Context: an optimization exercise on an open-source flow, tuned for small area and a short achievable clock period. The choices shown serve that exercise and are no tape-out recipe. The RTL was checked by simulation tests, not by an equivalence proof against the original design. No activity file was given, so power comes from the tool's default toggle rates.

==> design.v <==
package ctrl_types_pkg;
  localparam int KV_CMD_IDX_W = 16;
  typedef enum logic [0:0] {
    KV_IDLE  = 1'b0,
    KV_FLUSH = 1'b1
  } kv_mem_state_e;
  typedef struct packed {
    logic                    sel;    
    logic                    wr;     
    logic                    del;    
    logic [KV_CMD_IDX_W-1:0] idx;    
  } kv_mem_cmd_t;
endpackage
module kv_prio_onehot #(
  parameter int WIDTH = 16
) (
  input  logic [WIDTH-1:0] req_in,
  output logic [WIDTH-1:0] gnt_out
);
  assign gnt_out = req_in & (~req_in + WIDTH'(1));
endmodule
module kv_mem_block #(
  parameter int NUM_ENTRIES = 16,
  parameter int KEY_WIDTH   = 32,
  parameter int VALUE_WIDTH = 64
) (
  input  logic                               clk,
  input  logic                               rst_n,
  input  logic [KEY_WIDTH-1:0]               key_in,
  input  logic [VALUE_WIDTH-1:0]             value_in,
  input  logic                               select_in,
  input  logic                               write_in,
  input  logic                               delete_in,
  input  logic [NUM_ENTRIES-1:0]             idx_in,
  input  logic                               flush_in,
  output logic                               hit,
  output logic [NUM_ENTRIES-1:0]             hit_idx,
  output logic [VALUE_WIDTH-1:0]             value_out,
  output logic                               free_valid,
  output logic [NUM_ENTRIES-1:0]             free_idx,
  output logic [$clog2(NUM_ENTRIES+1)-1:0]   count,
  output logic                               busy,
  output logic                               err,
  output ctrl_types_pkg::kv_mem_state_e      dbg_state
);
  localparam int CW = $clog2(NUM_ENTRIES + 1);
  localparam int PW = $clog2(NUM_ENTRIES);
  logic                   state_q;
  logic [PW-1:0]          ptr_q;
  logic [NUM_ENTRIES-1:0] valid_q;
  logic [KEY_WIDTH-1:0]   key_q [NUM_ENTRIES];
  logic [VALUE_WIDTH-1:0] val_q [NUM_ENTRIES];
  logic [CW-1:0]          count_q;
  logic                   err_q;
  logic [NUM_ENTRIES-1:0] match;
  logic [NUM_ENTRIES-1:0] key_hit_idx;
  logic [NUM_ENTRIES-1:0] free_vec;
  logic [NUM_ENTRIES-1:0] idx_valid;
  logic [NUM_ENTRIES-1:0] acc_idx;
  logic                   key_hit;
  logic                   idx_ok;
  logic                   any_free;
  always_comb begin
    for (int i = 0; i < NUM_ENTRIES; i++) begin
      match[i] = valid_q[i] && (key_q[i] == key_in);
    end
  end
  kv_prio_onehot #(.WIDTH(NUM_ENTRIES)) u_hit_sel (
    .req_in  (match),
    .gnt_out (key_hit_idx)
  );
  kv_prio_onehot #(.WIDTH(NUM_ENTRIES)) u_free_sel (
    .req_in  (~valid_q),
    .gnt_out (free_vec)
  );
  assign key_hit   = |match;
  assign any_free  = ~&valid_q;
  assign idx_ok    = $onehot(idx_in);
  assign idx_valid = idx_in & valid_q;
  always_comb begin
    acc_idx = '0;
    if (!state_q) begin
      if (select_in) begin
        acc_idx = idx_ok ? idx_valid : '0;
      end else begin
        acc_idx = key_hit_idx;
      end
    end
  end
  always_comb begin
    value_out = '0;
    for (int i = 0; i < NUM_ENTRIES; i++) begin
      value_out = value_out | (val_q[i] & {VALUE_WIDTH{acc_idx[i]}});
    end
  end
  assign hit        = |acc_idx;
  assign hit_idx    = acc_idx;
  assign free_idx   = free_vec;
  assign free_valid = any_free;
  assign count      = count_q;
  assign busy       = state_q;
  assign dbg_state  = ctrl_types_pkg::kv_mem_state_e'(state_q);
  assign err        = err_q;
  logic                   idle_cmd;
  logic                   do_del;
  logic                   wr_req;
  logic                   do_idx_wr;
  logic                   do_key_wr;
  logic [NUM_ENTRIES-1:0] wr_vec;
  logic [NUM_ENTRIES-1:0] clr_vec;
  logic                   cnt_inc;
  logic                   cnt_dec;
  logic                   illegal;
  assign idle_cmd   = !state_q && !flush_in;
  assign do_del     = idle_cmd && delete_in && idx_ok;
  assign wr_req     = idle_cmd && write_in && !delete_in;
  assign do_idx_wr  = wr_req && select_in && idx_ok;
  assign do_key_wr  = wr_req && !select_in;
  always_comb begin
    for (int i = 0; i < NUM_ENTRIES; i++) begin
      wr_vec[i] = (do_idx_wr && idx_in[i]) ||
                  (do_key_wr && (key_hit ? key_hit_idx[i] : free_vec[i]));
    end
  end
  always_comb begin
    for (int i = 0; i < NUM_ENTRIES; i++) begin
      clr_vec[i] = (do_del && idx_in[i]) ||
                   (state_q && (ptr_q == PW'(i)));
    end
  end
  assign cnt_inc = (do_idx_wr && !(|idx_valid)) ||
                   (do_key_wr && !key_hit && any_free);
  assign cnt_dec = (do_del && (|idx_valid)) || (state_q && valid_q[ptr_q]);
  assign illegal = idle_cmd && (
                     (delete_in && !idx_ok) ||
                     (delete_in && write_in) ||
                     (wr_req && select_in && !idx_ok) ||
                     (do_key_wr && !key_hit && !any_free));
  always_ff @(posedge clk) begin
    for (int i = 0; i < NUM_ENTRIES; i++) begin
      if (wr_vec[i]) begin
        key_q[i] <= key_in;
        val_q[i] <= value_in;
      end
    end
  end
  always_ff @(posedge clk or negedge rst_n) begin
    if (!rst_n) begin
      valid_q <= '0;
      count_q <= '0;
      err_q   <= 1'b0;
      state_q <= 1'b0;
      ptr_q   <= '0;
    end else begin
      valid_q <= (valid_q & ~clr_vec) | wr_vec;
      count_q <= count_q + CW'(cnt_inc) - CW'(cnt_dec);
      if (!state_q && flush_in) begin
        err_q <= 1'b0;
      end else if (illegal) begin
        err_q <= 1'b1;
      end
      if (!state_q) begin
        state_q <= flush_in;
        ptr_q   <= '0;
      end else begin
        state_q <= (ptr_q != PW'(NUM_ENTRIES - 1));
        ptr_q   <= ptr_q + PW'(1);
      end
    end
  end
endmodule
==> run.sh <==
#!/bin/bash
# synth_recipe.tcl (not shown) runs the flow's synth.tcl, then flattens the netlist and writes it again
# the make line also repeats each setting of config.mk as NAME=value (left out here)
make -C /OpenROAD-flow-scripts/flow DESIGN_CONFIG=/design/flow/config.mk WORK_HOME=/design/flow/orfs CLKGATE_MAP_FILE= SYNTH_SCRIPT=/design/flow/synth_recipe.tcl finish
==> config.mk <==
export PLATFORM = sky130hd
export DESIGN_NAME = kv_mem_block
export DESIGN_NICKNAME = kv_mem_block
export VERILOG_FILES = /design/flow/design.v
export SDC_FILE = /design/flow/constraint.sdc
export NUM_CORES = 4
export LEC_CHECK = 0
export CAP_MARGIN = 20
export CORE_MARGIN = 2
export CORE_UTILIZATION = 30
export PLACE_DENSITY = 0.45
export SETUP_SLACK_MARGIN = 0.2
export SLEW_MARGIN = 20
==> constraint.sdc <==
create_clock -name core_clock -period 14.0 [get_ports {clk}]
set_input_delay 2.8000 -clock core_clock [delete_from_list [all_inputs] [get_ports {clk}]]
set_output_delay 2.8000 -clock core_clock [all_outputs]
set_load 0.01 [all_outputs]
==> summary.txt, run 1 <==
Clock tree
The tree built by TritonCTS fans out to roughly 1600 sinks. Buffers inserted during clock tree synthesis total approximately 180. Buffers inserted to repair hold after CTS numbered 0. After clock tree synthesis, the setup repair step added 0 buffers. In this run, post-CTS repair resized a total of 0 instances. The clock tree from TritonCTS is done. The clock passes through at most 3 buffers. The post-CTS clock slew at the launch and capture registers of the worst setup and hold paths is about 0.050 ns. In this run the number of H-tree levels came out at 4.

The latest clock arrival within the worst-skew pair is around 0.84 ns. The clock tree root buffer cell is sky130_fd_sc_hd__clkbuf_16.

Timing
The worst-margin pin slew is between 1 and 1.5 ns. The total negative setup slack is 0 ns. The headroom to the max-slew limit is 0.191. The hold violation count in the final report is 0. The highest clock frequency the design can meet is approximately 77 MHz. Setup violations remaining at the end of the flow were counted as 0. Dividing the final minimum period by the clock period gives 0.923. Subtracting the final worst setup slack from the clock period gives 12.92 ns.

Between clock sinks in the finished design, the worst skew comes to roughly 0.06 ns. The max-slew violation count is 0. Setup repair after global routing left no endpoint under its margin.

Global routing
For this run, the total global-route usage over all layers was measured as 0.225. The largest net degree at the start of global routing is 97. The number of antenna violations at the first check in global routing came to 17. The first global-routing pass estimated roughly 350 mm of wire. Global routing finished with a remaining overflow of 0. The number of global-route vias before repair came to roughly 43000.

Cells and area
The sequential cells in the finished layout cover a total of roughly 47000 um2. The multi-input combinational cell area is around 18000 um2. The relative area change from synthesis to final layout is 17.8%.

The fill cell instance count of the final layout is approximately 21000. The final standard cell area without fillers is a little under 80000 um2. For this run, the post-layout net count is 4696. The fraction of layout instances using a drive strength above 1 is 0.111.

Setup path
The slowest library cell on the worst path is sky130_fd_sc_hd__nor3_2. The most prevalent standard cell on the critical path is sky130_fd_sc_hd__fa_1. Across all register-to-register paths, the minimum setup slack is approximately 7.6 ns.

The startpoint identified for the worst register-to-register timing path is valid_q[2]. For the worst setup path, the data required time is approximately 11 ns. The startpoint kind of the worst setup timing path is an input port. The end of the worst register-to-register path is val_q[1][50]. The number of cells on the worst reg-to-reg path is 11.

The critical-path maximum fanout is 11. Walking the worst path, the cells encountered are clkdlybuf4s50_1 -> buf_4 -> fa_1 -> inv_1 -> fa_1 -> inv_1 -> fa_1 -> inv_1 -> fa_1 -> inv_1 -> ha_1 -> fa_1 -> or2_2 -> o21ai_0 -> nand2_1 -> nor3_1 -> o21bai_1 -> nor3_2 -> o21bai_4 -> buf_4 -> a22oi_1 -> and3_1 -> nand3_1 -> clkdlybuf4s50_1. Data on the critical path arrives at its endpoint at between 10 and 15 ns. The setup path with the least slack is of type input port to output port. The category of the worst setup path capture point is an output port. In this design, the stage delay of the slowest critical-path cell is around 0.63 ns.

Synthesis
The cell area after synthesis is ~66000 um2. The number of nets handed over by synthesis was between 4000 and 5000. The number of enable flip-flop cells after synthesis is 1536. The number of instances in the synthesized netlist is 4278. In the synthesized netlist the dominant register cell turns out to be sky130_fd_sc_hd__edfxtp_1.

Synthesis instantiated 73 different standard cells from the library. The area fraction in and, or, nand and nor cells after synthesis is 0.0673. Counting flops with an async set or reset pin after synthesis yields a share of 0.0173. The xor and xnor area share after synthesis is 0.0686. The library cell with the largest summed area after synthesis is sky130_fd_sc_hd__edfxtp_1.

For this run, the register share of the synthesized area comes to 0.709. The Yosys warning count is 3. The fraction of the mapped netlist area in compound gates came to 0.124. The share of Yosys cell area claimed by the top area cell type is 0.699. The total of flip-flops plus latches after synthesis is 1563. After synthesis, the cell types taking the most area are sky130_fd_sc_hd__edfxtp_1 (70%), sky130_fd_sc_hd__xor2_1 (4.6%), sky130_fd_sc_hd__a22oi_1 (3.2%), sky130_fd_sc_hd__a221oi_1 (2.5%), sky130_fd_sc_hd__a22o_1 (2.3%). Each instance of the synthesized netlist takes up on average between 15 and 20 um2. The combinational family with the most area after synthesis is compound AO/OA/AOI/OAI gates. The share of synthesized area spent on multiplexers is 0.00171. Of the total synthesized cell area, the portion taken by full adders, half adders and majority gates is 0.00599.

Pwr
Of the total power, combinational logic draws 0.069. For this design the total switching power over the nets is approximately 0.0025 W. The share of power burned in the clock network is 0.434.

Cell internal power was estimated by the tool at around 0.008 W. Summed over all cells, the static leakage comes to roughly 25 nW. The share of total power dissipated in sequential elements is 0.497. The power per standard cell area is roughly 130 nW/um2. IR analysis of the VDD net gives a maximum drop of 133 uV. The switching power as a share of total power is 0.236.

Worst hold path
The path class of the tightest hold or removal check is flop to flop. The startpoint identified for the worst hold timing path is count_q[0]. Along the worst hold path, the cell count comes to 1.

The path with the worst hold slack has its endpoint at count_q[0].

Die
The initial utilization of the core area, before any placement, comes to 0.301. The floorplan has between 150 and 200 rows. The I/O pin total is approximately 220. The width of the chip is roughly 470 um. The area of the placeable core is roughly 220000 um2.

The die covers about 220000 um2. The die boundary height is between 400 and 500 um.

Placed design
The final estimated routing congestion in global placement is roughly 0.85. Input and output buffers added on the ports amount to 223. The placed wire-length estimate is ~150 mm. The placed instances occupy a cell area of slightly above 70000 um2.

Drt
In the final routed layout, each cell accounts on average for 34.1 um. The detail-routed via count per cell is 5.77. After detailed routing, the total wire length is ~260 mm. In this run, the number of DRC markers left after iteration 0 of detailed routing was 6003. The first-pass detailed-route iteration total is 7.

The count of nets left with antenna violations after detail routing is 0. The final routed DRC violation total is 0. The routed layout has between 40000 and 50000 vias.

Job
The reported max-cap violation count is 0.

Status
The run finished with no timing, DRC or antenna violations.
## worst max-delay path, delay by kind of cell
kind                       cells  cell delay, ns
and+or+nand+nor                6            2.03
buffers and inverters          8            1.78
AOI/OAI and AO/OA              4            0.85
adders and majority gates      6            2.64
## state kept, by name, indices dropped and copies added, names as in the netlist
register  count
count_q       5
err_q         1
key_q       512
ptr_q         4
state_q       1
val_q      1024
valid_q      16
## Yosys cell counts (14+ instances only)
library cell and number:
sky130_fd_sc_hd__clkbuf_1 158, sky130_fd_sc_hd__and2_1 29, sky130_fd_sc_hd__nor4_1 94, sky130_fd_sc_hd__a22oi_1 278, sky130_fd_sc_hd__edfxtp_1 1536, sky130_fd_sc_hd__ha_1 14, sky130_fd_sc_hd__buf_2 68, sky130_fd_sc_hd__a21oi_1 55
sky130_fd_sc_hd__nand3_1 179, sky130_fd_sc_hd__a31oi_1 25, sky130_fd_sc_hd__buf_1 26, sky130_fd_sc_hd__nor3_1 42, sky130_fd_sc_hd__a21o_1 14, sky130_fd_sc_hd__and3_1 29, sky130_fd_sc_hd__o211ai_1 22, sky130_fd_sc_hd__nor2b_1 21
sky130_fd_sc_hd__nor2_1 49, sky130_fd_sc_hd__nand2_1 208, sky130_fd_sc_hd__o21ai_0 42, sky130_fd_sc_hd__a221oi_1 189, sky130_fd_sc_hd__a221o_1 54, sky130_fd_sc_hd__a22o_1 172, sky130_fd_sc_hd__dfrtp_1 27, sky130_fd_sc_hd__xor2_1 343
sky130_fd_sc_hd__xnor2_1 168, sky130_fd_sc_hd__a222oi_1 89, sky130_fd_sc_hd__nand4_1 92, sky130_fd_sc_hd__inv_1 46, sky130_fd_sc_hd__a211oi_1 23, sky130_fd_sc_hd__buf_4 25
## stage by stage
stage	cells	hold WS, ns	total power (W)	setup slack [ns]	util
finish	7579	0.530	0.0105	1.08	0.355
global route	7574	0.565	0.0108	0.906	0.355
CTS	7565	0.540	0.0106	1.14	0.355
detailed placement	7244	0.528	0.00604	1.12	0.329
global placement	7244	0.521	0.00604	1.18	0.329
floorplan	4278	0.545	0.00568	1.23	-
## cells by family after synthesis
| logic type | after synthesis |
|---|---|
| AO/OA/AOI/OAI | 1014 |
| XOR/XNOR | 514 |
| buffers and inverters | 334 |
| flip-flops | 1563 |
| adder cells (fa/ha/maj) | 25 |
| AND/OR/NAND/NOR | 823 |
| multiplexers | 5 |
## layout make-up
| cell class | count | share of cell area |
|---|---|---|
| flip-flops and latches | 1563 | 0.602 |
| multi-input cells | 2381 | 0.233 |
| clock buffers | 224 | 0.0610 |
| well taps | 2871 | 0.0462 |
| repair buffers | 382 | 0.0441 |
| clock inverters | 97 | 0.0112 |
| inverters | 47 | 0.00227 |
| diodes | 14 | 0.000451 |
## power groups by stage
stage / Clock, W / Combinational (W) / Sequential, W
after global placement: 0 / 0.000723 / 0.00531
final: 0.00455 / 0.000726 / 0.00522
after detailed placement: 0 / 0.000721 / 0.00532
after floorplan: 0 / 0.000384 / 0.00530
after global routing: 0.00482 / 0.000779 / 0.00522
after CTS: 0.00464 / 0.000723 / 0.00522
## how the worst max path moves through the flow
stage / start / end / cells past startpoint
final: idx_in[1] / value_out[47] / 24
after global placement: idx_in[1] / value_out[47] / 24
after detailed placement: idx_in[1] / value_out[47] / 24
after floorplan: key_in[24] / key_q[11][0] / 12
after global routing: idx_in[1] / value_out[47] / 24
after CTS: idx_in[1] / value_out[47] / 24
## per-layer routing
layer,global-route usage,vias up,part of all wire
li1,-,18000,-
met1,0.302,22800,0.41
met2,0.361,2446,0.46
met3,0.0349,553,0.076
met4,0.0989,8,0.048
met5,0,-,0.00016
## placed cells by master, fill, tap and decap left out, types with 39 or more instances in the layout
master / synthesis / layout
sky130_fd_sc_hd__clkbuf_16: 0 / 182
sky130_fd_sc_hd__edfxtp_1: 1536 / 1536
sky130_fd_sc_hd__nor2_1: 49 / 45
sky130_fd_sc_hd__xnor2_1: 168 / 168
sky130_fd_sc_hd__a222oi_1: 89 / 89
sky130_fd_sc_hd__clkinv_1: 0 / 49
sky130_fd_sc_hd__a22o_1: 172 / 170
sky130_fd_sc_hd__buf_4: 25 / 146
sky130_fd_sc_hd__a221o_1: 54 / 54
sky130_fd_sc_hd__a22oi_1: 278 / 278
sky130_fd_sc_hd__clkbuf_1: 158 / 39
sky130_fd_sc_hd__xor2_1: 343 / 343
sky130_fd_sc_hd__nor4_1: 94 / 88
sky130_fd_sc_hd__nand4_1: 92 / 92
sky130_fd_sc_hd__nand2_1: 208 / 205
sky130_fd_sc_hd__a21oi_1: 55 / 55
sky130_fd_sc_hd__nand3_1: 179 / 179
sky130_fd_sc_hd__a221oi_1: 189 / 189
sky130_fd_sc_hd__clkdlybuf4s50_1: 0 / 191
sky130_fd_sc_hd__inv_1: 46 / 46
==> run 2: changes to the inputs <==
--- a/design.v
+++ b/design.v
@@ -75,7 +75,20 @@
   );
   assign key_hit   = |match;
   assign any_free  = ~&valid_q;
-  assign idx_ok    = $onehot(idx_in);
+  logic [3:0] grp_any, grp_multi;
+  always_comb begin
+    for (int g = 0; g < 4; g++) begin
+      grp_any[g]   = |idx_in[4*g +: 4];
+      grp_multi[g] = (idx_in[4*g]   & idx_in[4*g+1]) | (idx_in[4*g]   & idx_in[4*g+2]) |
+                     (idx_in[4*g]   & idx_in[4*g+3]) | (idx_in[4*g+1] & idx_in[4*g+2]) |
+                     (idx_in[4*g+1] & idx_in[4*g+3]) | (idx_in[4*g+2] & idx_in[4*g+3]);
+    end
+  end
+  assign idx_ok = !(|grp_multi) &&
+                  ((grp_any[0] & !grp_any[1] & !grp_any[2] & !grp_any[3]) |
+                   (!grp_any[0] & grp_any[1] & !grp_any[2] & !grp_any[3]) |
+                   (!grp_any[0] & !grp_any[1] & grp_any[2] & !grp_any[3]) |
+                   (!grp_any[0] & !grp_any[1] & !grp_any[2] & grp_any[3]));
   assign idx_valid = idx_in & valid_q;
   always_comb begin
     acc_idx = '0;
--- a/config.mk
+++ b/config.mk
@@ -7,7 +7,7 @@
 export LEC_CHECK = 0
 export CAP_MARGIN = 20
 export CORE_MARGIN = 2
-export CORE_UTILIZATION = 30
-export PLACE_DENSITY = 0.45
-export SETUP_SLACK_MARGIN = 0.2
+export CORE_UTILIZATION = 40
+export PLACE_DENSITY = 0.55
+export SETUP_SLACK_MARGIN = 5
 export SLEW_MARGIN = 20
==> run 2 against run 1 <==
Die area shrank 24%. Global-route usage up 7.6 points. Register-to-register slack improved by 0.07 ns. Final cell count is 4.0% lower. First-iteration DRC count rose by 49%. Still clean. Non-clock buffer count grew 363. Combinational power grew about 30%. Total power grew 0.22%. Design area grew 8.4%. Wire length grew 4.2%. Clock skew increased by 0.010 ns. Synthesized area is 0.77% higher. Largest power group unchanged.
==> summary.txt, run 2 <==
Status
Run status: timing/DRC/antenna clean (unchanged).

Placed design
The count of buffers from port buffering is 223 (unchanged). The final estimated routing congestion in global placement came to 0.868 (was 0.854). The standard cell area after detailed placement is 71300 um2 (was 72100 um2). The cell total after placement is 6576 (was 7244). The placed wire-length estimate came to 132 mm (was 146 mm).

Job
The reported max-cap violation count was 0 (unchanged).

Synthesis
The number of unique standard cell types used by synthesis is 85 (was 73). The number of instances in the synthesized netlist came to 4338 (was 4278). The most instantiated library cell after synthesis is sky130_fd_sc_hd__edfxtp_1 (unchanged). The library cell with the largest summed area after synthesis is sky130_fd_sc_hd__edfxtp_1 (unchanged). The share of Yosys cell area claimed by the top area cell type is 0.694 (was 0.699).

The share of async-settable or async-resettable flops after synthesis was 0.0173 (unchanged). The sequential cell area fraction in the yosys report came to 0.704 (was 0.709). The cell area after synthesis is 66500 um2 (was 66000 um2). The number of enable flip-flop cells after synthesis is 1536 (unchanged). The predominant post-synthesis flop cell is sky130_fd_sc_hd__edfxtp_1 (unchanged). The total of flip-flops plus latches after synthesis is 1563 (unchanged). Leading cell types by total area after synthesis: sky130_fd_sc_hd__edfxtp_1 (69%), sky130_fd_sc_hd__xnor2_1 (3.5%), sky130_fd_sc_hd__a22oi_1 (3.4%), sky130_fd_sc_hd__xor2_1 (3.2%), sky130_fd_sc_hd__a222oi_1 (2.1%) (was sky130_fd_sc_hd__edfxtp_1 (70%), sky130_fd_sc_hd__xor2_1 (4.6%), sky130_fd_sc_hd__a22oi_1 (3.2%), sky130_fd_sc_hd__a221oi_1 (2.5%), sky130_fd_sc_hd__a22o_1 (2.3%)). The post-synthesis average cell area was 15.3 um2 (was 15.4 um2). Synth cell count leaders: sky130_fd_sc_hd__edfxtp_1 (1536), sky130_fd_sc_hd__a22oi_1 (300), sky130_fd_sc_hd__xnor2_1 (266), sky130_fd_sc_hd__xor2_1 (243) (was sky130_fd_sc_hd__edfxtp_1 (1536), sky130_fd_sc_hd__xor2_1 (343), sky130_fd_sc_hd__a22oi_1 (278), sky130_fd_sc_hd__nand2_1 (208), sky130_fd_sc_hd__a221oi_1 (189)). The Yosys warning count is 3 (unchanged).

The post-synthesis net count is 4466 (was 4421).

Clock tree
The number of CTS-inserted buffers was 166 (was 178). The level count of the clock H-tree was 4 (unchanged). The number of clock sinks seen by CTS is 1563 (unchanged). The clock tree root buffer cell is sky130_fd_sc_hd__clkbuf_16 (unchanged). The largest buffer count on any clock path came to 3 (unchanged). The post-CTS clock slew at the launch and capture registers of the worst setup and hold paths is 0.06 ns (was 0.05 ns). The clock tree from TritonCTS is done (unchanged).

The latest clock arrival within the worst-skew pair is 0.87 ns (was 0.84 ns).

Timing
Setup repair after global routing missed its margin: true (was false). The total negative setup slack is 0 ns (unchanged). The clock period minus worst slack is 9.06 ns (was 12.92 ns). The hold violation count in the final report is 0 (unchanged).

The count of final setup violators came to 0 (unchanged). The worst-margin pin slew is 1.29 ns (was 1.20 ns). The highest clock frequency the design can meet was 110 MHz (was 77.4 MHz).

The final period utilization came to 0.647 (was 0.923). The max-slew violation count is 0 (unchanged). The headroom to the max-slew limit is 0.139 (was 0.191). The maximum clock skew at final layout was 0.0703 ns (was 0.0601 ns).

Setup path
The critical-path maximum fanout is 11 (unchanged). CP Cell Sequence: buf_16 -> buf_12 -> xor2_1 -> nor4_2 -> nand3_1 -> nor3_4 -> buf_12 -> buf_16 -> or3_4 -> nor4_4 -> buf_4 -> buf_12 -> buf_12 -> buf_16 -> or2_4 -> a222oi_1 -> nand4_1 -> buf_2 (was clkdlybuf4s50_1 -> buf_4 -> fa_1 -> inv_1 -> fa_1 -> inv_1 -> fa_1 -> inv_1 -> fa_1 -> inv_1 -> ha_1 -> fa_1 -> or2_2 -> o21ai_0 -> nand2_1 -> nor3_1 -> o21bai_1 -> nor3_2 -> o21bai_4 -> buf_4 -> a22oi_1 -> and3_1 -> nand3_1 -> clkdlybuf4s50_1). The category of the worst setup path capture point is an output port (unchanged).

The critical path start-end classification is input port to output port (unchanged). The worst endpoint data arrival time came to 6.26 ns (was 10.12 ns). The worst path required time is 11.20 ns (about the same). The delay of the slowest critical-path stage came to 0.38 ns (was 0.63 ns). The startpoint kind of the worst setup timing path is an input port (unchanged).

The slowest library cell on the worst path is sky130_fd_sc_hd__nor3_4 (was sky130_fd_sc_hd__nor3_2). The most prevalent standard cell on the critical path is sky130_fd_sc_hd__buf_12 (was sky130_fd_sc_hd__fa_1).

Pwr
The leakage power was 27.7 nW (was 24.6 nW). The worst ir drop on vdd is 121 uV (was 133 uV). The power per standard cell area came to 125 nW/um2 (was 135 nW/um2).

Drt
The detail-routed via count per cell was 6.61 (was 5.77). The routed wire length was 269 mm (was 258 mm). The average wire per standard cell is 37.0 um (was 34.1 um). The count of nets left with antenna violations after detail routing is 0 (unchanged). The total vias in the final route is 48100 (was 43700). The final routed DRC violation total is 0 (unchanged).

The routed wire length on met3 is 39.0 mm (was 19.7 mm). The detailed route wirelength on metal2 came to 114 mm (was 120 mm). The violation count after the first detailed-routing iteration is 8951 (was 6003). The first-pass detailed-route iteration total came to 8 (was 7). The sum of routed wire segments on met1 is 104 mm (was 106 mm). The uppermost layer routed is met5 (unchanged).

Cells and area
The final core area utilization is 0.511 (was 0.355). The most common cell after layout, fill and taps aside is sky130_fd_sc_hd__edfxtp_1 (unchanged). The most flop-heavy register was val_q (unchanged). The non-filler instance count after layout is 7277 (was 7579). The net total in the final layout came to 5078 (was 4696). The number of flip-flops in the largest register was 1024 (unchanged). The relative area change from synthesis to final layout is 26.7% (was 17.8%). The fraction of layout instances using a drive strength above 1 is 0.224 (was 0.111). Largest registers: val_q (1024), key_q (512), valid_q (16) (unchanged). The combined flip-flop and latch cell area is 46800 um2 (unchanged). The final standard cell area without fillers came to 84200 um2 (was 77700 um2). The fill cell instance count of the final layout is 13500 (was 20900). Commonest cells after routing, fill and taps aside: sky130_fd_sc_hd__edfxtp_1 (1536), sky130_fd_sc_hd__buf_4 (320), sky130_fd_sc_hd__a22oi_1 (299) (was sky130_fd_sc_hd__edfxtp_1 (1536), sky130_fd_sc_hd__xor2_1 (343), sky130_fd_sc_hd__a22oi_1 (278)). The multi-input combinational cell area was 20400 um2 (was 18100 um2).

Global routing
The overflow left after global routing is 0 (unchanged). The number of antenna violations at the first check in global routing is 25 (was 17). The total global routing track utilization is 0.301 (was 0.225). The largest net degree at the start of global routing is 75 (was 97).

The number of global-route vias before repair was 44600 (was 43000). The global-route wire length before repair is 357 mm (was 354 mm).

Die
The die boundary height is 412 um (was 473 um). The floorplan die area is 170000 um2 (was 224000 um2). The width of the chip came to 412 um (was 473 um). The starting density of the core is 0.403 (was 0.301). The number of core rows is 149 (was 172). The I/O pin total is 224 (unchanged). The area of the placeable core came to 165000 um2 (was 219000 um2).

Worst hold path
The class of the tightest hold or removal check is flop to flop (unchanged).
-- run 2: cell types whose count changed after synthesis, sizes merged, moves of 28 or more --
cell    before  now
a222oi      89  138
xnor2      171  266
nand4       94  180
a22o       172  143
xor2       343  243
a221oi     189   99
a21oi       55   95
nand2      209  181
nor2        49   80
and4         7   49
nand3      180   89
o2111a       1   29
-- run 2: path summary, 6_finish.rpt --
check | endpoint | cells after the start | startpoint | slack (ns)
max | value_out[24] | 18 | key_in[16] | 4.94
max reg2reg | val_q[12][14] | 10 | state_q | 7.68
min reg2reg | count_q[0] | 1 | count_q[0] | 0.52
min in group asynchronous | valid_q[7] | 2 | rst_n | 2.35
min | count_q[0] | 1 | count_q[0] | 0.52
max in group asynchronous | ptr_q[0] | 2 | rst_n | 11.33
-- run 2: worst max-delay path, delay by kind of cell --
kind                      cells  cell delay, ns
AOI/OAI and AO/OA             1            0.21
xor gates and xnor gates      1            0.17
and+or+nand+nor               7            1.62
buffers and inverters         9            1.40
-- run 2: cells by family after synthesis --
kind of cell	count (synthesis)	synth area share
mux	5	0.00169
simple gates	865	0.0738
xor+xnor	509	0.0670
fa+ha+maj	10	0.00199
flops	1563	0.704
compound gates	1042	0.128
buf+inv	344	0.0238
-- run 2: stage by stage --
step                      hold WS, ns  setup WS [ns]  total power (W)
after floorplan                 0.545           4.46          0.00572
after global placement          0.499           2.57          0.00610
after detailed placement        0.512           2.56          0.00611
after CTS                       0.526           4.88           0.0105
after global routing            0.557           4.87           0.0108
final                           0.517           4.94           0.0105
-- run 2: metal layers --
| metal | vias to the layer above | GRT usage |
|---|---|---|
| li1 | 19100 | - |
| met1 | 24300 | 0.420 |
| met2 | 3959 | 0.434 |
| met3 | 685 | 0.0957 |
| met4 | 32 | 0.123 |
| met5 | - | 0 |
-- run 2: cell type report --
cell class / instances / share of cell area
clock buffer: 208 / 0.0514
clock inverter: 90 / 0.0110
sequential: 1563 / 0.556
inverter: 30 / 0.00137
tap: 2189 / 0.0325
multi-input combinational: 2444 / 0.242
timing repair buffer: 745 / 0.106
antenna: 8 / 0.000238
-- run 2: what timing repair did --
item                                    CTS  global route
gates cloned                             43            20
endpoints found under the setup margin   81            71
resized for setup                       621           278
hold buffers                              0             0
buffers inserted                        175           156
pin swaps                                94           137
-- run 2: where the power goes --
group	total, W	internal (W)	switching, W
Sequential	0.00526	0.00517	0.0000882
Combinational	0.000941	0.000353	0.000587
Clock	0.00432	0.00238	0.00194
==> run 3: changes to the inputs <==
--- a/design.v
+++ b/design.v
@@ -18,6 +18,31 @@
   output logic [WIDTH-1:0] gnt_out
 );
   assign gnt_out = req_in & (~req_in + WIDTH'(1));
+endmodule
+module kv_value_mux #(
+  parameter int N = 16,
+  parameter int W = 64
+) (
+  input  logic [N-1:0]   sel_in,
+  input  logic [N*W-1:0] data_in,
+  output logic [W-1:0]   data_out
+);
+  always_comb begin
+    data_out = '0;
+    for (int i = 0; i < N; i++) begin
+      data_out = data_out | (data_in[i*W +: W] & {W{sel_in[i]}});
+    end
+  end
+endmodule
+module kv_key_cmp #(
+  parameter int W = 32
+) (
+  input  logic         valid_in,
+  input  logic [W-1:0] key_a_in,
+  input  logic [W-1:0] key_b_in,
+  output logic         match_out
+);
+  assign match_out = valid_in && (key_a_in == key_b_in);
 endmodule
 module kv_mem_block #(
   parameter int NUM_ENTRIES = 16,
@@ -60,10 +85,13 @@
   logic                   key_hit;
   logic                   idx_ok;
   logic                   any_free;
-  always_comb begin
-    for (int i = 0; i < NUM_ENTRIES; i++) begin
-      match[i] = valid_q[i] && (key_q[i] == key_in);
-    end
+  for (genvar i = 0; i < NUM_ENTRIES; i++) begin : g_cmp
+    kv_key_cmp #(.W(KEY_WIDTH)) u_cmp (
+      .valid_in (valid_q[i]),
+      .key_a_in (key_q[i]),
+      .key_b_in (key_in),
+      .match_out(match[i])
+    );
   end
   kv_prio_onehot #(.WIDTH(NUM_ENTRIES)) u_hit_sel (
     .req_in  (match),
@@ -100,12 +128,17 @@
       end
     end
   end
-  always_comb begin
-    value_out = '0;
-    for (int i = 0; i < NUM_ENTRIES; i++) begin
-      value_out = value_out | (val_q[i] & {VALUE_WIDTH{acc_idx[i]}});
-    end
-  end
+  logic [NUM_ENTRIES*VALUE_WIDTH-1:0] val_flat;
+  always_comb begin
+    for (int i = 0; i < NUM_ENTRIES; i++) begin
+      val_flat[i*VALUE_WIDTH +: VALUE_WIDTH] = val_q[i];
+    end
+  end
+  kv_value_mux #(.N(NUM_ENTRIES), .W(VALUE_WIDTH)) u_value_mux (
+    .sel_in  (acc_idx),
+    .data_in (val_flat),
+    .data_out(value_out)
+  );
   assign hit        = |acc_idx;
   assign hit_idx    = acc_idx;
   assign free_idx   = free_vec;
--- a/config.mk
+++ b/config.mk
@@ -8,6 +8,8 @@
 export CAP_MARGIN = 20
 export CORE_MARGIN = 2
 export CORE_UTILIZATION = 40
+export CTS_BUF_LIST = sky130_fd_sc_hd__clkbuf_4 sky130_fd_sc_hd__clkbuf_8
 export PLACE_DENSITY = 0.55
 export SETUP_SLACK_MARGIN = 5
 export SLEW_MARGIN = 20
+export SYNTH_HIERARCHICAL = 1
==> run 3 against run 2 <==
Flip-flop and latch count did not move. Total power fell by 7.3%. Fmax fell by 4.7%. Core utilization rose by 0.92 points. Sequential power barely moved. Non-clock buffer count fell by 148. Global-route usage fell by 5.0 points.
==> summary.txt, run 3 <==
Cells and area
The net total in the final layout was 4231 (was 5078). The fraction of layout instances using a drive strength above 1 is 0.303 (was 0.224). The number of flip-flops in the largest register is 1024 (unchanged). Commonest cells after routing, fill and taps aside: sky130_fd_sc_hd__edfxtp_1 (1536), sky130_fd_sc_hd__xor2_1 (476), sky130_fd_sc_hd__clkbuf_8 (285) (was sky130_fd_sc_hd__edfxtp_1 (1536), sky130_fd_sc_hd__buf_4 (320), sky130_fd_sc_hd__a22oi_1 (299)). The most flop-heavy register is val_q (unchanged). The relative area change from synthesis to final layout was 28.7% (was 26.7%). Largest registers: val_q (1024), key_q (512), valid_q (16) (unchanged). The most common cell after layout, fill and taps aside is sky130_fd_sc_hd__edfxtp_1 (unchanged).

Setup path
The critical path start-end classification is input port to output port (unchanged). The number of cells on the worst reg-to-reg path is 18 (was 10). CP Cell Sequence: buf_16 -> buf_16 -> buf_6 -> xor2_2 -> nor4_4 -> nand4_1 -> nor3_4 -> or4_4 -> buf_6 -> nor3_4 -> nand2_1 -> a21boi_4 -> bufinv_16 -> buf_12 -> buf_8 -> a22o_1 -> a221oi_2 -> nand4_1 -> buf_2 (was buf_16 -> buf_12 -> xor2_1 -> nor4_2 -> nand3_1 -> nor3_4 -> buf_12 -> buf_16 -> or3_4 -> nor4_4 -> buf_4 -> buf_12 -> buf_12 -> buf_16 -> or2_4 -> a222oi_1 -> nand4_1 -> buf_2).

The slowest library cell on the worst path is sky130_fd_sc_hd__nor4_4 (was sky130_fd_sc_hd__nor3_4). The timing startpoint of the critical path is key_in[20] (was key_in[16]). The worst path required time is 11.20 ns (about the same). The startpoint kind of the worst setup timing path is an input port (unchanged).

The critical-path maximum fanout is 7 (was 11). The startpoint of the worst register-to-register path is key_q[15][28] (was state_q). The endpoint of the worst setup timing path is value_out[16] (was value_out[24]). The category of the worst setup path capture point is an output port (unchanged).

The worst endpoint data arrival time is 6.71 ns (was 6.26 ns). The delay of the slowest critical-path stage was 0.42 ns (was 0.38 ns). The end of the worst register-to-register path is val_q[4][56] (was val_q[12][14]). The flop-to-flop setup slack is 8.63 ns (was 7.68 ns).

Timing
The worst-margin pin slew was 1.16 ns (was 1.29 ns). The total negative setup slack was 0 ns (unchanged). The count of final setup violators is 0 (unchanged). The final period utilization was 0.679 (was 0.647). The maximum clock skew at final layout came to 0.0585 ns (was 0.0703 ns). The hold violation count in the final report is 0 (unchanged). Setup repair after global routing missed its margin: true (unchanged). The max-slew violation count was 0 (unchanged). The clock period minus worst slack is 9.51 ns (was 9.06 ns). The headroom to the max-slew limit is 0.224 (was 0.139). The highest clock frequency the design can meet is 105 MHz (was 110 MHz).

Global routing
The number of antenna violations at the first check in global routing is 14 (was 25). The total global routing track utilization is 0.251 (was 0.301). The number of global-route vias before repair came to 35600 (was 44600).

The global-route wire length before repair was 276 mm (was 357 mm). The overflow left after global routing is 0 (unchanged). The largest net degree at the start of global routing was 55 (was 75).

Drt
The violation count after the first detailed-routing iteration was 4127 (was 8951). The first-pass detailed-route iteration total is 5 (was 8). The final routed DRC violation total is 0 (unchanged). The total vias in the final route is 36500 (was 48100). The average wire per standard cell came to 32.1 um (was 37.0 um). The count of nets left with antenna violations after detail routing is 0 (unchanged). The routed wire length is 202 mm (was 269 mm). The detail-routed via count per cell is 5.81 (was 6.61).

Synthesis
The number of enable flip-flop cells after synthesis is 1536 (unchanged). The post-synthesis net count is 3460 (was 4466). Leading cell types by total area after synthesis: sky130_fd_sc_hd__edfxtp_1 (76%), sky130_fd_sc_hd__xor2_1 (7.2%), sky130_fd_sc_hd__a221oi_1 (3.7%), sky130_fd_sc_hd__a22o_1 (3.7%), sky130_fd_sc_hd__nor4_1 (1.5%) (was sky130_fd_sc_hd__edfxtp_1 (69%), sky130_fd_sc_hd__xnor2_1 (3.5%), sky130_fd_sc_hd__a22oi_1 (3.4%), sky130_fd_sc_hd__xor2_1 (3.2%), sky130_fd_sc_hd__a222oi_1 (2.1%)). The cell area after synthesis is 60700 um2 (was 66500 um2). Synth cell count leaders: sky130_fd_sc_hd__edfxtp_1 (1536), sky130_fd_sc_hd__xor2_1 (498), sky130_fd_sc_hd__a221oi_1 (256), sky130_fd_sc_hd__a22o_1 (256), sky130_fd_sc_hd__nor4_1 (141) (was sky130_fd_sc_hd__edfxtp_1 (1536), sky130_fd_sc_hd__a22oi_1 (300), sky130_fd_sc_hd__xnor2_1 (266), sky130_fd_sc_hd__xor2_1 (243)).

The share of Yosys cell area claimed by the top area cell type was 0.760 (was 0.694). The predominant post-synthesis flop cell is sky130_fd_sc_hd__edfxtp_1 (unchanged). The number of instances in the synthesized netlist was 3332 (was 4338). The most instantiated library cell after synthesis is sky130_fd_sc_hd__edfxtp_1 (unchanged). The total of flip-flops plus latches after synthesis came to 1563 (unchanged).

The library cell with the largest summed area after synthesis is sky130_fd_sc_hd__edfxtp_1 (unchanged). The number of unique standard cell types used by synthesis came to 53 (was 85). The share of async-settable or async-resettable flops after synthesis is 0.0173 (unchanged). The sequential cell area fraction in the yosys report is 0.771 (was 0.704). The post-synthesis average cell area is 18.2 um2 (was 15.3 um2). The Yosys warning count is 12 (was 3).

Die
The I/O pin total was 224 (unchanged). The floorplan die area came to 155000 um2 (was 170000 um2). The die boundary height is 394 um (was 412 um).

The area of the placeable core is 150000 um2 (was 165000 um2). The number of core rows was 142 (was 149). The starting density of the core is 0.404 (was 0.403). The width of the chip is 394 um (was 412 um).

Clock tree
The number of clock sinks seen by CTS came to 1563 (unchanged). The number of CTS-inserted buffers is 278 (was 166). The level count of the clock H-tree is 5 (was 4). The largest buffer count on any clock path is 4 (was 3). The latest clock arrival within the worst-skew pair is 0.99 ns (was 0.87 ns). The clock tree from TritonCTS was done (unchanged). The post-CTS clock slew at the launch and capture registers of the worst setup and hold paths is 0.06 ns (about the same). The clock tree root buffer cell is sky130_fd_sc_hd__clkbuf_8 (was sky130_fd_sc_hd__clkbuf_16).

Worst hold path
The class of the tightest hold or removal check was flop to flop (unchanged).

Placed design
The final estimated routing congestion in global placement is 0.834 (was 0.868). The placed wire-length estimate came to 90.4 mm (was 132 mm). The count of buffers from port buffering is 223 (unchanged).

Pwr
The part of the total power dissipated in combinational logic was 0.060 (was 0.089). The power spent charging and discharging nets came to 0.00220 W (was 0.00261 W). The leakage power is 26.8 nW (was 27.7 nW). The worst ir drop on vdd was 73.7 uV (was 121 uV). The total design power came to 0.00975 W (was 0.0105 W). The power per standard cell area is 125 nW/um2 (about the same).

The switching power as a share of total power came to 0.226 (was 0.248). The fraction of power consumed by sequential logic is 0.540 (was 0.500). The cell-internal power is 0.00755 W (was 0.00791 W). The share of power burned in the clock network is 0.400 (was 0.410).

Job
The reported max-cap violation count is 0 (unchanged).

Status
Run status: timing/DRC/antenna clean (unchanged).
-- run 3: changes by cell type after synthesis, moves of 76 or more --
cell                       change
sky130_fd_sc_hd__nand2_1     -140
sky130_fd_sc_hd__xnor2_1     -245
sky130_fd_sc_hd__a221oi_1    +158
sky130_fd_sc_hd__a22o_1      +113
sky130_fd_sc_hd__a222oi_1    -138
sky130_fd_sc_hd__nand4_1      -85
sky130_fd_sc_hd__xor2_1      +255
sky130_fd_sc_hd__buf_2        -87
sky130_fd_sc_hd__a21oi_1      -76
sky130_fd_sc_hd__a22oi_1     -295
sky130_fd_sc_hd__clkbuf_1    -118
-- run 3: per-layer routing --
| metal | part of all wire | up-vias | global-route usage |
|---|---|---|---|
| met5 | 0.00049 | - | 0 |
| met4 | 0.028 | 14 | 0.0874 |
| met3 | 0.086 | 354 | 0.0497 |
| met2 | 0.47 | 1853 | 0.394 |
| met1 | 0.41 | 19100 | 0.349 |
| li1 | - | 15300 | - |
-- run 3: how the worst min path moves through the flow --
stage | startpoint | to | slack (ns) | depth (start not counted)
2_1_floorplan | count_q[0] | count_q[0] | 0.55 | 1
6_report | count_q[0] | count_q[0] | 0.51 | 1
5_1_grt | count_q[0] | count_q[0] | 0.53 | 1
4_1_cts | count_q[0] | count_q[0] | 0.51 | 1
3_3_place_gp | count_q[0] | count_q[0] | 0.49 | 1
3_5_place_dp | count_q[0] | count_q[0] | 0.50 | 1
-- run 3: cells by family (layout without fill, tap and decap cells) --
logic type	Yosys count	in the layout	share of synthesized area
adder cells (fa/ha/maj)	10	10	0.00218
multiplexers	21	21	0.00449
AO/OA/AOI/OAI	611	611	0.0851
AND/OR/NAND/NOR	426	427	0.0434
other	0	2	0
XOR/XNOR	519	519	0.0749
buffers and inverters	182	1116	0.0193
flip-flops	1563	1563	0.771
-- run 3: stage by stage --
step / cell area [um2] / instances / hold slack (ns) / util / worst slack, ns
final: 78100 / 6285 / 0.508 / 0.520 / 4.49
after global routing: 78100 / 6284 / 0.530 / 0.520 / 4.50
after CTS: 75900 / 6192 / 0.514 / 0.505 / 4.78
after detailed placement: 65300 / 5527 / 0.499 / 0.435 / 2.16
after global placement: 65300 / 5527 / 0.493 / 0.435 / 2.15
after floorplan: 60700 / 3332 / 0.545 / - / 5.92
-- run 3: layout make-up --
cell class	count	area [um2]
diodes	2	5.00
multi-input cells	1588	15400
clock inverters	67	282
inverters	48	520
clock buffers	377	4610
well taps	2016	2520
flip-flops and latches	1563	46800
repair buffers	597	7500
repair inverters	27	438
fillers	12200	72200
-- run 3: worst max-delay path, delay by kind of cell --
family          cells  cell delay [ns]
simple gates        7             1.76
xor+xnor            1             0.18
buf+inv             8             1.29
compound gates      3             0.63
-- run 3: power by group through the flow --
stage	Sequential (W)	Combinational [W]	Clock (W)
after floorplan	0.00532	0.000248	0
after global placement	0.00536	0.000477	0
after detailed placement	0.00536	0.000485	0
after CTS	0.00526	0.000570	0.00396
after global routing	0.00527	0.000636	0.00417
final	0.00526	0.000588	0.00390
-- run 3: timing repair --
item / CTS / global route
gates resized for setup: 957 / 274
gates cloned: 73 / 10
hold buffers: 0 / 0
pin swaps: 163 / 163
endpoints found under the setup margin: 81 / 75
buffers inserted: 148 / 80
==> run 4: changes to the inputs <==
==> flow/run.sh (new file) <==
#!/bin/bash
set -euo pipefail
cd "$(dirname "${BASH_SOURCE[0]}")/.."
source flow/knobs.sh
bash standard.sh "${KNOBS[@]}" finish > make_finish.log 2>&1
==> flow/knobs.sh (new file) <==
KNOBS=(
  "SETUP_SLACK_MARGIN=6.5"
  "BUFFER_PORTS_ARGS=-buffer_cell sky130_fd_sc_hd__buf_1"
  "CTS_ARGS=-sink_clustering_enable -repair_clock_nets -dont_use_dummy_load -buf_list {sky130_fd_sc_hd__clkbuf_4 sky130_fd_sc_hd__clkbuf_8}"
)
==> standard.sh (new file) <==
#!/bin/bash
# synth_recipe.tcl (not shown) runs the flow's synth.tcl, then flattens the netlist and writes it again
# the make line also repeats each setting of config.mk as NAME=value (left out here)
make -C /OpenROAD-flow-scripts/flow DESIGN_CONFIG=/design/flow/config.mk WORK_HOME=/design/flow/orfs CLKGATE_MAP_FILE= SYNTH_SCRIPT=/design/flow/synth_recipe.tcl "${@:-finish}"
--- a/config.mk
+++ b/config.mk
@@ -8,8 +8,6 @@
 export CAP_MARGIN = 20
 export CORE_MARGIN = 2
 export CORE_UTILIZATION = 40
-export CTS_BUF_LIST = sky130_fd_sc_hd__clkbuf_4 sky130_fd_sc_hd__clkbuf_8
 export PLACE_DENSITY = 0.55
-export SETUP_SLACK_MARGIN = 5
 export SLEW_MARGIN = 20
 export SYNTH_HIERARCHICAL = 1
removed: run.sh
==> run 4 against run 3 <==
Die area is the same. Non-clock buffer count shrank 117. Synthesized cell count is the same. Combinational power shrank 18%. Synthesized area is the same. Design area shrank 5.6%. Clock skew grew 0.042 ns. Critical endpoint is now value_out[62].
==> summary.txt, run 4 <==
Setup path
The slowest library cell on the worst path is sky130_fd_sc_hd__nand4_1 (was sky130_fd_sc_hd__nor4_4). The worst path required time is 11.20 ns (about the same). The flop-to-flop setup slack is 8.80 ns (was 8.63 ns). CP Cell Sequence: clkbuf_8 -> xor2_1 -> nor4_2 -> nand4_1 -> nor3_4 -> buf_4 -> buf_4 -> nor3b_4 -> nand2_1 -> a21boi_4 -> bufinv_8 -> buf_8 -> a22o_1 -> a221oi_1 -> nand4_1 -> buf_1 (was buf_16 -> buf_16 -> buf_6 -> xor2_2 -> nor4_4 -> nand4_1 -> nor3_4 -> or4_4 -> buf_6 -> nor3_4 -> nand2_1 -> a21boi_4 -> bufinv_16 -> buf_12 -> buf_8 -> a22o_1 -> a221oi_2 -> nand4_1 -> buf_2). The category of the worst setup path capture point is an output port (unchanged). The critical-path maximum fanout is 32 (was 7). The worst endpoint data arrival time is 6.77 ns (was 6.71 ns).

The critical path start-end classification was input port to output port (unchanged). The startpoint kind of the worst setup timing path is an input port (unchanged). The delay of the slowest critical-path stage is 0.43 ns (was 0.42 ns).

Worst hold path
The class of the tightest hold or removal check is flop to flop (unchanged).

Synthesis
The fraction of the mapped netlist area in compound gates was 0.0851 (unchanged). Synth cell count leaders: sky130_fd_sc_hd__edfxtp_1 (1536), sky130_fd_sc_hd__xor2_1 (498), sky130_fd_sc_hd__a221oi_1 (256), sky130_fd_sc_hd__a22o_1 (256), sky130_fd_sc_hd__nor4_1 (141) (unchanged). The area fraction in and, or, nand and nor cells after synthesis came to 0.0434 (unchanged).

The cell area after synthesis is 60700 um2 (unchanged). The Yosys warning count was 12 (unchanged). The number of instances in the synthesized netlist is 3332 (unchanged). The number of enable flip-flop cells after synthesis came to 1536 (unchanged). The total of flip-flops plus latches after synthesis is 1563 (unchanged).

The sequential cell area fraction in the yosys report is 0.771 (unchanged). Leading cell types by total area after synthesis: sky130_fd_sc_hd__edfxtp_1 (76%), sky130_fd_sc_hd__xor2_1 (7.2%), sky130_fd_sc_hd__a221oi_1 (3.7%), sky130_fd_sc_hd__a22o_1 (3.7%), sky130_fd_sc_hd__nor4_1 (1.5%) (unchanged). The combinational family with the most area after synthesis is compound AO/OA/AOI/OAI gates (unchanged). The most instantiated library cell after synthesis was sky130_fd_sc_hd__edfxtp_1 (unchanged). The library cell with the largest summed area after synthesis is sky130_fd_sc_hd__edfxtp_1 (unchanged). The share of Yosys cell area claimed by the top area cell type is 0.760 (unchanged). The xor and xnor area share after synthesis is 0.0749 (unchanged). The predominant post-synthesis flop cell is sky130_fd_sc_hd__edfxtp_1 (unchanged). The share of async-settable or async-resettable flops after synthesis is 0.0173 (unchanged). The post-synthesis adder-cell area fraction was 0.00218 (unchanged).

The share of synthesized area spent on multiplexers is 0.00449 (unchanged). The post-synthesis net count came to 3460 (unchanged). The post-synthesis average cell area is 18.2 um2 (unchanged).

The number of unique standard cell types used by synthesis is 53 (unchanged).

Cells and area
The most common cell after layout, fill and taps aside is sky130_fd_sc_hd__edfxtp_1 (unchanged). The relative area change from synthesis to final layout came to 21.5% (was 28.7%). The fill cell instance count of the final layout is 12500 (was 12200). Commonest cells after routing, fill and taps aside: sky130_fd_sc_hd__edfxtp_1 (1536), sky130_fd_sc_hd__xor2_1 (474), sky130_fd_sc_hd__clkbuf_8 (290) (was sky130_fd_sc_hd__edfxtp_1 (1536), sky130_fd_sc_hd__xor2_1 (476), sky130_fd_sc_hd__clkbuf_8 (285)). The final standard cell area without fillers is 73800 um2 (was 78100 um2). The multi-input combinational cell area is 14800 um2 (was 15400 um2). The combined flip-flop and latch cell area is 46800 um2 (unchanged). Largest registers: val_q (1024), key_q (512), valid_q (16) (unchanged). The net total in the final layout is 4106 (was 4231).

The most flop-heavy register is val_q (unchanged). The number of flip-flops in the largest register is 1024 (unchanged). The fraction of layout instances using a drive strength above 1 was 0.243 (was 0.303).

Timing
The max-slew violation count is 0 (unchanged). The setup slack of the critical path after layout is 4.43 ns (was 4.49 ns). The headroom to the max-slew limit is 0.240 (was 0.224).

The count of final setup violators came to 0 (unchanged). The worst-margin pin slew is 1.14 ns (was 1.16 ns). The final period utilization is 0.683 (was 0.679). The hold violation count in the final report is 0 (unchanged). The total negative setup slack is 0 ns (unchanged). The maximum clock skew at final layout came to 0.101 ns (was 0.0585 ns). Setup repair after global routing missed its margin: true (unchanged). The highest clock frequency the design can meet came to 105 MHz (about the same).

The clock period minus worst slack is 9.57 ns (was 9.51 ns).

Pwr
The worst ir drop on vdd is 87.2 uV (was 73.7 uV). The leakage power was 24.6 nW (was 26.8 nW). The power per standard cell area is 124 nW/um2 (was 125 nW/um2).

Clock tree
The number of clock sinks seen by CTS is 1563 (unchanged). The latest clock arrival within the worst-skew pair was 0.99 ns (about the same). The number of CTS-inserted buffers is 282 (was 278). The post-CTS clock slew at the launch and capture registers of the worst setup and hold paths is 0.04 ns (was 0.06 ns). The level count of the clock H-tree is 5 (unchanged). The clock tree from TritonCTS is done (unchanged). The clock tree root buffer cell was sky130_fd_sc_hd__clkbuf_8 (unchanged). The largest buffer count on any clock path is 4 (unchanged).

Drt
The final routed DRC violation total is 0 (unchanged). The total vias in the final route is 35000 (was 36500). The detail-routed via count per cell was 5.84 (was 5.81). The average wire per standard cell is 30.7 um (was 32.1 um). The first-pass detailed-route iteration total came to 6 (was 5).

The violation count after the first detailed-routing iteration was 3754 (was 4127). The routed wire length is 184 mm (was 202 mm). The count of nets left with antenna violations after detail routing is 0 (unchanged).

Global routing
The number of antenna violations at the first check in global routing is 25 (was 14). The number of global-route vias before repair came to 34300 (was 35600). The overflow left after global routing was 0 (unchanged). The global-route wire length before repair is 256 mm (was 276 mm).

The largest net degree at the start of global routing is 64 (was 55). The total global routing track utilization is 0.230 (was 0.251).

Die
The number of core rows is 142 (unchanged). The starting density of the core was 0.404 (unchanged). The width of the chip is 394 um (unchanged). The I/O pin total was 224 (unchanged). The area of the placeable core is 150000 um2 (unchanged). The floorplan die area is 155000 um2 (unchanged). The die boundary height is 394 um (unchanged).

Placed design
The final estimated routing congestion in global placement is 0.829 (was 0.834). The standard cell area after detailed placement is 63800 um2 (was 65300 um2). The placed wire-length estimate is 87.4 mm (was 90.4 mm). The setup slack after placement is 2.93 ns (was 2.16 ns). The count of buffers from port buffering is 223 (unchanged).

Status
Run status: timing/DRC/antenna clean (unchanged).

Job
The reported max-cap violation count came to 0 (unchanged).
-- run 4: cells by family (layout without fill, tap and decap cells) --
group / after synthesis / count (layout)
adders and majority gates: 10 / 10
and+or+nand+nor: 426 / 427
xor gates and xnor gates: 519 / 519
muxes: 21 / 21
DFF: 1563 / 1563
AOI/OAI and AO/OA: 611 / 611
buffers and inverters: 182 / 825
other: 0 / 5
-- run 4: critical path, delay by kind of cell --
| family | cells | cell delay [ns] |
|---|---|---|
| AO/OA/AOI/OAI | 3 | 0.72 |
| buffers and inverters | 6 | 1.32 |
| XOR/XNOR | 1 | 0.23 |
| AND/OR/NAND/NOR | 6 | 1.60 |
-- run 4: stage by stage --
stage / std cells / total power (W) / util / hold WS [ns]
2_1_floorplan: 3332 / 0.00557 / - / 0.545
3_3_place_gp: 5493 / 0.00579 / 0.424 / 0.508
3_5_place_dp: 5494 / 0.00580 / 0.424 / 0.513
4_1_cts: 5941 / 0.00925 / 0.481 / 0.524
5_1_grt: 5995 / 0.00949 / 0.491 / 0.540
6_report: 5997 / 0.00917 / 0.491 / 0.517
-- run 4: worst paths after layout --
kind | cells past startpoint | end | start
hold reg to reg | 1 | count_q[0] | count_q[0]
min in group asynchronous | 2 | ptr_q[0] | rst_n
setup reg to reg | 14 | val_q[7][8] | key_q[1][22]
max in group asynchronous | 2 | valid_q[4] | rst_n
hold / removal | 1 | count_q[0] | count_q[0]
setup / recovery | 16 | value_out[62] | key_in[28]
-- run 4: power by group --
part / switching, W / leakage (nW) / internal, W
combinational: 0.000299 / 8.47 / 0.000184
clock: 0.00165 / 2.03 / 0.00177
sequential: 0.0000846 / 14.1 / 0.00518
-- run 4: final cells by class --
cell class	instances	share of cell area
Sequential cell	1563	0.635
Antenna cell	5	0.000170
Timing Repair inverter	15	0.00336
Inverter	48	0.00697
Multi-Input combinational cell	1588	0.200
Clock buffer	282	0.0526
Tap cell	2016	0.0342
Timing Repair Buffer	480	0.0678
-- run 4: routing by layer --
layer  track usage  vias up  part of all wire
met5             0        -           0.00051
met4        0.0590       14             0.023
met3        0.0507      294             0.091
met2         0.354     1676              0.45
met1         0.332    18200              0.43
li1              -    14800                 -
-- run 4: repair_timing --
action | CTS | global route
hold buffers | 0 | 0
setup buffers | 127 | 42
setup endpoints to repair | 81 | 81
gates resized for setup | 536 | 188
pin swaps | 118 | 100
cloned | 38 | 7
hold endpoints to repair | 0 | 0

## separate check: timing with driven ports
The flow's constraints put no driver on any port. The routed layouts listed below were extracted and timed again, unchanged, in two steps. Step 1, drivers: a clkbuf_16 drives clk and a buf_2 each remaining input, both assumed. Step 2 moves the port delays by t, midway between the first and last clock arrival at a register: inputs arrive t later, outputs are due t later. That takes back most of the time a late clock gives input paths. Three values: ideal, step 1, step 2; two values: the first two.
| run | t, ns | setup WS [ns] | worst data-port slew with drivers (ns) |
|---|---|---|---|
| run 1 | 0.897 | 1.083 / 1.059 / 1.059 | 0.19 |
| run 2 | 0.914 | 4.944 / 4.776 / 4.776 | 0.27 |
| run 3 | 1.039 | 4.492 / 4.429 / 4.429 | 0.20 |
| run 4 | 1.014 | 4.434 / 4.397 / 4.397 | 0.20 |
After both steps setup and hold are still met in every run listed. The setup slack of run 2, which loses most, moves by -0.168 ns with the drivers and by -0.168 ns with both steps.
